What follows belongs to an exercise in optimizing a design on an open flow for a short achievable clock period and few clock cycles; a production flow would make more cautious choices. Where RTL was checked, it was by simulation tests only, not by an equivalence proof against the original. No activity file was given, so power comes from the tool's default toggle rates.

Setup of wip/yarrow:
Design csr_top, start of the top module:
module csr_top (
    input  logic        clk,
    input  logic        rst,
    input  logic        req_valid,
    input  logic [2:0]  req_op,
    input  logic [11:0] req_addr,
    input  logic [31:0] req_rs1_data,
    input  logic [4:0]  req_zimm,
    input  logic        req_rs1_zero,
    input  logic        trap_valid,
    input  logic        mret_valid,
    input  logic [31:0] trap_cause,
    input  logic [31:0] trap_pc,
    input  logic [31:0] trap_tval,
    output logic [31:0] rd_data,
    output logic        illegal,
    output logic        busy,
    output logic        redir_valid,
    output logic [31:0] redir_pc,
    output logic [31:0] mstatus,
    output logic [31:0] mtvec,
    output logic [31:0] mip,
    output logic [31:0] mie,
    output logic [31:0] mscratch,
    output logic [31:0] mcause,
    output logic [31:0] mtval,
    output logic [31:0] mepc,
    output logic [31:0] mcycle,
    output logic [31:0] mhartid,
    output logic [31:0] satp
);
    core_pkg::csr_req  req;
    core_pkg::trap_req trap;
    core_pkg::redirect redir;
    csr_pkg::csr_pack  csrs;
    assign req.valid    = req_valid;
  ...
export LEC_CHECK = 0
export ABC_AREA = 1
export CAP_MARGIN = 20
export CORE_MARGIN = 2
export CORE_UTILIZATION = 35
export SETUP_SLACK_MARGIN = 3.0
export SLEW_MARGIN = 20
export SYNTH_HIERARCHICAL = 1
export SYNTH_MINIMUM_KEEP_SIZE = 0
create_clock -name core_clock -period 5.0 [get_ports {clk}]
run.sh (not shown) runs the stock make flow with config.mk's settings and CLKGATE_MAP_FILE= SYNTH_SCRIPT=/design/flow/synth_recipe.tcl, a recipe that flattens the netlist after the stock synthesis.
wip/yarrow completed; timing, DRC and antenna clean
Testbench counts of wip/yarrow, summed over its fixed seeds: cycles 3,200.
Edits applied to the flow inputs when going from wip/yarrow to wip/umber:
Settings: changing CORE_UTILIZATION from 35 to 30.
[summary]
The part of the power in the clock network in wip/umber was lower than what wip/yarrow gave.
wip/yarrow -> wip/umber: number of signal-net buffers in the layout increased slightly
Final design instance area without fill in wip/umber vs wip/yarrow: up about 3%
wip/umber against wip/yarrow; peak supply drop is down by a few percent.
Cell count: wip/umber higher than wip/yarrow
Input-level comparison between wip/maple and wip/umber:
Settings: SETUP_SLACK_MARGIN: 3.0 -> 2.5; CORE_UTILIZATION: 30 -> 35.
--- outcome ---
wip/maple vs. wip/umber: buffer count excluding the clock tree in the final layout down 461, worst hold slack decreased by 22 ps relative to the old numbers. wip/maple — share of final layout cell area taken by clock buffers and inverters 0.37 points higher, wip/umber as reference. Side by side, ratio of total power to cell area turned out higher in wip/maple than in wip/umber. In wip/maple the fmax turned out about 0.64% lower than in wip/umber. Sort wip/maple and wip/umber by combined global-route utilization of all metal layers, descending, and wip/maple comes first. Diff wip/maple and wip/umber: number of antenna diodes higher in wip/umber. Against wip/umber, final area in wip/maple came out better. Diff wip/umber -> wip/maple | share of the cycle needed by the critical path after routing | increase of 0.40 points. Last weighted congestion value of the routability-driven placer went up by a few percent going from wip/umber to wip/maple. Density: wip/maple sparser than wip/umber.
The inputs of wip/fjord differ from those of wip/maple as listed below.
Settings: a change of SETUP_SLACK_MARGIN from 2.5 to 3.0.
==> flow/flow/run.sh (new file) <==
#!/bin/bash
# Standard ORFS layout, with the read-path pins (req_addr, req_valid, rd_data,
# illegal) placed together on the bottom edge so the address decode and read
# mux sit next to them. Every tool's output goes to a log in this folder and
# ORFS keeps its per-step logs under orfs/logs.
set -euo pipefail
here=$(pwd)
bash standard.sh finish PRE_IO_PLACEMENT_TCL="$here/flow/io.tcl" > "$here/standard_make.log" 2>&1
==> flow/flow/io.tcl (new file) <==
# The read path runs from the address pins to the rd_data pins. Put all of it
# on the bottom edge: the address, valid and illegal pins in the middle, the
# rd_data pins spread along the whole edge on either side.
set block [ord::get_db_block]
set die [$block getDieArea]
set dbu [[ord::get_db_tech] getDbUnitsPerMicron]
set w [expr {double([$die xMax]) / $dbu}]
set mid {req_valid illegal}
for {set i 0} {$i < 12} {incr i} { lappend mid "req_addr\[$i\]" }
set lo {}
set hi {}
for {set i 0} {$i < 16} {incr i} { lappend lo "rd_data\[$i\]" }
for {set i 16} {$i < 32} {incr i} { lappend hi "rd_data\[$i\]" }
set_io_pin_constraint -pin_names $mid -region bottom:[expr {int(0.44 * $w)}]-[expr {int(0.56 * $w)}]
set_io_pin_constraint -pin_names $lo -region bottom:[expr {int(0.05 * $w)}]-[expr {int(0.43 * $w)}]
set_io_pin_constraint -pin_names $hi -region bottom:[expr {int(0.57 * $w)}]-[expr {int(0.95 * $w)}]
==> flow/standard.sh (new file) <==
#!/bin/bash
# synth_recipe.tcl (not shown) runs the flow's synth.tcl, then flattens the netlist and writes it again
# the make line also repeats each setting of config.mk as NAME=value (left out here)
make -C /OpenROAD-flow-scripts/flow DESIGN_CONFIG=/design/flow/config.mk WORK_HOME=/design/flow/orfs CLKGATE_MAP_FILE= SYNTH_SCRIPT=/design/flow/synth_recipe.tcl "${@:-finish}"
removed: flow/run.sh
### Flow results
- Of the two values seen for leading cell category by total area, multi-input combinational cells was produced by wip/maple and buffers by wip/fjord.
- Higher final cycle utilization of the critical path among wip/fjord and wip/maple: wip/fjord
- In the final design statistics, wip/fjord uses more standard cells in total than wip/maple.
- The launch point of the worst path comes out req_addr[2] in one run and req_addr[0] in the other, namely in wip/maple and wip/fjord respectively.
- Higher overall routed net length goes to wip/fjord over wip/maple.

---

Setup of rev 12:
csr_top, a different RTL version from the one above (not shown whole).
For scale: roughly 1,900 cells after synthesis, roughly 290 flip-flops, ~570 I/O pins, roughly 17,000 um2 of cells after synthesis.
make LEC_CHECK=0 ABC_CLOCK_PERIOD_IN_PS=1000 CAP_MARGIN=20 CORE_MARGIN=2 CORE_UTILIZATION=35 SETUP_SLACK_MARGIN=3.0 SLEW_MARGIN=20 finish   # period 5.0 ns
Stock flow here: none of the scripts above is used.
Rev 12 reached the final stage; the timing, design-rule and antenna checks on its layout passed.
Testbench counts of rev 12, summed over its fixed seeds: cycles 3,200.
### rev 12 -> rev 13
-- flow/config.mk --
<<< rev 12, line 8
export ABC_CLOCK_PERIOD_IN_PS = 1000
>>> rev 13, line 8
Number of antenna violations at the first check in global routing across rev 13 and rev 12: no real change. As far as total design power goes, rev 13 and rev 12 are indistinguishable; the numbers are identical. Worst setup slack: rev 12 vs rev 13 identical. Final area: rev 13 vs rev 12 identical. Routability congestion estimate from global placement: rev 12 vs rev 13 identical. Rev 13 against rev 12: number of multi-input combinational cells ~0 delta, non-clock buffer share of cell area ~0 delta, post-CTS setup buffer count ~0 delta. Going from rev 12 to rev 13, multi-input logic area held steady, worst slack at placement held steady.

---

Another version of the RTL of csr_top (not shown whole).
Size in the first run: ~2,800 cells after synthesis, about 570 I/O pins.
Settings: LEC_CHECK=0, ABC_AREA=1, CAP_MARGIN=20, CORE_MARGIN=2, CORE_UTILIZATION=35, SETUP_SLACK_MARGIN=3.0, SLEW_MARGIN=20; clock period 5.0 ns.
The first run went through all stages and came out clean.
Change:
ABC_AREA = default   (was 1)
Effect: Sequential cell count does not change. Cell count came out lower by about a fifth. Count of clock-buffer cells in the layout went down by 5.
Change:
CORE_UTILIZATION = 50   (was 35)
PLACE_DENSITY = 0.7   (was default)
This time the run never finished: it broke off in clock tree synthesis (4_1_cts) (DPL-0038); synthesized area does not change; synthesized cell count is unchanged.
Change:
==> flow/flow/run.sh (new file) <==
#!/bin/bash
# Standard ORFS layout, with the read-path pins (req_addr, req_valid, rd_data,
# illegal) placed together on the bottom edge so the address decode and read
# mux sit next to them. Every tool's output goes to a log in this folder and
# ORFS keeps its per-step logs under orfs/logs.
set -euo pipefail
here=$(pwd)
bash standard.sh finish PRE_IO_PLACEMENT_TCL="$here/flow/io.tcl" > "$here/standard_make.log" 2>&1
==> flow/flow/io.tcl (new file) <==
# Keep the combinational read path (address in, data out) short: its pins go
# in one group in the middle of the bottom edge.
set block [ord::get_db_block]
set die [$block getDieArea]
set dbu [[ord::get_db_tech] getDbUnitsPerMicron]
set w [expr {double([$die xMax]) / $dbu}]
set names {req_valid illegal}
for {set i 0} {$i < 12} {incr i} { lappend names "req_addr\[$i\]" }
for {set i 0} {$i < 32} {incr i} { lappend names "rd_data\[$i\]" }
set x0 [expr {int(0.25 * $w)}]
set x1 [expr {int(0.75 * $w)}]
set_io_pin_constraint -pin_names $names -region bottom:$x0-$x1
==> flow/standard.sh (new file) <==
#!/bin/bash
# synth_recipe.tcl (not shown) runs the flow's synth.tcl, then flattens the netlist and writes it again
# the make line also repeats each setting of config.mk as NAME=value (left out here)
make -C /OpenROAD-flow-scripts/flow DESIGN_CONFIG=/design/flow/config.mk WORK_HOME=/design/flow/orfs CLKGATE_MAP_FILE= SYNTH_SCRIPT=/design/flow/synth_recipe.tcl "${@:-finish}"
ABC_AREA = 1   (was default)
CORE_UTILIZATION = 35   (was 50)
PLACE_DENSITY = default   (was 0.7)
removed: flow/run.sh
With this change the flow produced a clean layout.
Synthesized cell count is higher by 49%.
Area after synthesis grows by 11%.
Function was not checked in any run of this note: the RTL went through the layout flow alone.

---

Another version of the RTL of csr_top (not shown whole).
Size: about 2,600 cells after synthesis, about 570 I/O pins, about 19,000 um2 of cells after synthesis.
Settings: LEC_CHECK=0, ABC_AREA=1, CAP_MARGIN=20, CORE_MARGIN=2, CORE_UTILIZATION=35, PLACE_DENSITY=0.75, SETUP_SLACK_MARGIN=3.0, SLEW_MARGIN=20, SYNTH_HIERARCHICAL=1, SYNTH_MINIMUM_KEEP_SIZE=0; clock period 5.0 ns.
Stock flow here: none of the scripts above is used.
Testbench counts at the start, summed over its fixed seeds: cycles 3,200.
Edit:
Settings changed: ABC_AREA 1 to 0, PLACE_DENSITY 0.75 to default.
Outcome: Final cell count drops by 23%. Wire length goes down by 17%. Count of clock-buffer cells in the layout came out higher by 4.
Edit:
Settings changed: ABC_AREA 0 to 1, SETUP_SLACK_MARGIN 3.0 to 2.2.
- via count goes down by about 2.5%
- die area climbs by 10%
- power goes down by 2.0%
- setup slack gets better by 0.27 ns
- sequential share of layout area goes up by 5.6 points
- global-route usage came out lower by 10 points
- cell area decreases by 22%
- worst hold slack barely changes
- sequential cell count does not change
- count of clock-buffer cells in the layout went down by 4
Edit:
Settings changed: CORE_UTILIZATION 35 to 45, SETUP_SLACK_MARGIN 2.2 to 3.0.
Effect: The new run aborted during global routing with GRT-0232; synthesized area is unchanged; synthesized cell count does not change.

---

old:
csr_top again, from the RTL that the note above started with.
make LEC_CHECK=0 ABC_AREA=1 CAP_MARGIN=20 CORE_MARGIN=2 CORE_UTILIZATION=50 SETUP_SLACK_MARGIN=2.2 SLEW_MARGIN=20 SYNTH_HIERARCHICAL=1 SYNTH_MINIMUM_KEEP_SIZE=0 finish   # period 5.0 ns
Testbench counts of old, summed over its fixed seeds: cycles 3,200.
> inputs changed (old -> new)
- CORE_UTILIZATION: 50 -> 35
- SETUP_SLACK_MARGIN: 2.2 -> 3.0
==> notes.md <==
Measured against new, the number of clock-tree buffers in the layout of old comes out at 0.926 times the reference value. Taking old as the reference, in new combinational share of power climbed 6.1 points, clock skew barely changed, first-pass detailed-route iteration total barely changed. old → new: global-route usage went up; area of combinational cells with multiple inputs went up; tap cell count went up.

---

exp/pepper:
csr_top, a different RTL version from the one above (not shown whole).
For scale: roughly 2600 cells after synthesis, roughly 290 flip-flops, about 570 I/O pins.
clock: 5.0 ns
lec_check: 0
abc_area: 1
cap_margin: 20
core_margin: 2
core_utilization: 35
setup_slack_margin: 3.0
slew_margin: 20
synth_hierarchical: 1
synth_minimum_keep_size: 0
standard.sh (not shown) runs the stock make flow with config.mk's settings and CLKGATE_MAP_FILE= SYNTH_SCRIPT=/design/flow/synth_recipe.tcl, a recipe that flattens the netlist after the stock synthesis.
==> flow/flow/run.sh <==
#!/bin/bash
# Standard ORFS layout, with the read-path pins (req_addr, req_valid, rd_data,
# illegal) placed together on the bottom edge so the address decode and read
# mux sit next to them. Every tool's output goes to a log in this folder and
# ORFS keeps its per-step logs under orfs/logs.
set -euo pipefail
here=$(pwd)
bash standard.sh finish PRE_IO_PLACEMENT_TCL="$here/flow/io.tcl" > "$here/standard_make.log" 2>&1
==> flow/flow/io.tcl <==
# Keep the combinational read path (address in, data out) short: its pins go
# in one group in the middle of the bottom edge.
set block [ord::get_db_block]
set die [$block getDieArea]
set dbu [[ord::get_db_tech] getDbUnitsPerMicron]
set w [expr {double([$die xMax]) / $dbu}]
set names {req_valid illegal}
for {set i 0} {$i < 12} {incr i} { lappend names "req_addr\[$i\]" }
for {set i 0} {$i < 32} {incr i} { lappend names "rd_data\[$i\]" }
set x0 [expr {int(0.25 * $w)}]
set x1 [expr {int(0.75 * $w)}]
set_io_pin_constraint -pin_names $names -region bottom:$x0-$x1
exp/pepper: all stages complete, timing, DRC and antenna checks passed
Testbench counts of exp/pepper, summed over its fixed seeds: cycles 3,200.
Modified inputs, exp/cedar compared to exp/pepper
==> flow/run.sh (new file) <==
#!/bin/bash
# synth_recipe.tcl (not shown) runs the flow's synth.tcl, then flattens the netlist and writes it again
# the make line also repeats each setting of config.mk as NAME=value (left out here)
make -C /OpenROAD-flow-scripts/flow DESIGN_CONFIG=/design/flow/config.mk WORK_HOME=/design/flow/orfs CLKGATE_MAP_FILE= SYNTH_SCRIPT=/design/flow/synth_recipe.tcl finish
removed: flow/flow/run.sh
removed: flow/flow/io.tcl
removed: flow/standard.sh
Findings:
- exp/cedar and exp/pepper ended up with nearly the same clock-pin slew reported for the worst setup and hold paths after clock tree synthesis.
- Status: global-route usage parity (exp/cedar, exp/pepper)
- Against exp/pepper, exp/cedar comes in 0.03 ns higher on clock latency reported for the late side of the worst-skew pair.
- Compared exp/cedar against exp/pepper; total wirelength of the detailed-routed design within noise.
- When the final numbers for exp/cedar and exp/pepper were put side by side, the combinational cell fraction of total power turned out to be greater in exp/pepper.
- Comparing exp/cedar and exp/pepper, the lower area of all sequential standard cells was measured on exp/cedar.
- Comparing exp/cedar against exp/pepper, there is no change at all in number of buffers on the longest clock path.
- Delta (exp/cedar minus exp/pepper): area growth from synthesis to final layout down 4.4 points; number of buffers outside the clock class in the layout lost 42.
- ~same critical path's largest stage delay in exp/cedar and exp/pepper
- exp/cedar vs exp/pepper — power dropped about 1.3%.

-- separate check: timing with driven ports --
How much do the figures lean on ideal ports? The routed layouts below were timed once more, with nothing changed but the port constraints. Step 1 sets driving cells, clkbuf_16 on the clock port and buf_2 on the other inputs (assumed; they add their load-dependent delay and slew). Step 2 times the ports against the registers' clock, not the clock port: input delays grow and output delays shrink by t, the midpoint of the rising clock arrivals with the driver on. Three values: no drivers, after step 1, after step 2; two values: the first two.
run | t (ns) | setup WS [ns] | worst slew at a driven data input, ns
wip/yarrow | 0.618 | 1.941 / 1.739 / 1.304 | 0.33
wip/umber | 0.621 | 1.936 / 1.706 / 1.349 | 0.37
wip/maple | 0.624 | 1.916 / 1.666 / 1.367 | 0.38
wip/fjord | 0.636 | 1.886 / 1.526 / 1.103 | 0.44
rev 12 | 0.637 | 1.453 / 1.378 / 1.038 | 0.53
rev 13 | 0.637 | 1.453 / 1.378 / 1.038 | 0.53
the first run of note 3 | 0.613 | 1.583 / 1.484 / 1.033 | 0.33
the second run of note 3 | 0.631 | 1.380 / 1.232 / 1.232 | 0.30
the fourth run of note 3 | 0.633 | 1.611 / 1.550 / 1.451 | 0.20
the first run of note 4 | 0.641 | 1.791 / 1.427 / 1.427 | 0.48
the second run of note 4 | 0.625 | 1.639 / 1.357 / 1.159 | 0.37
the third run of note 4 | 0.600 | 1.908 / 1.618 / 1.561 | 0.53
old | 0.584 | 1.902 / 1.645 / 1.645 | 0.32
new | 0.627 | 1.936 / 1.580 / 1.433 | 0.50
exp/pepper | 0.623 | 1.760 / 1.521 / 1.027 | 0.40
exp/cedar | 0.652 | 1.901 / 1.626 / 1.626 | 0.36
After both steps setup and hold are still met in every run listed. For wip/fjord, which loses most, drivers alone change the setup slack by -0.360 ns; drivers and shift together by -0.783 ns.
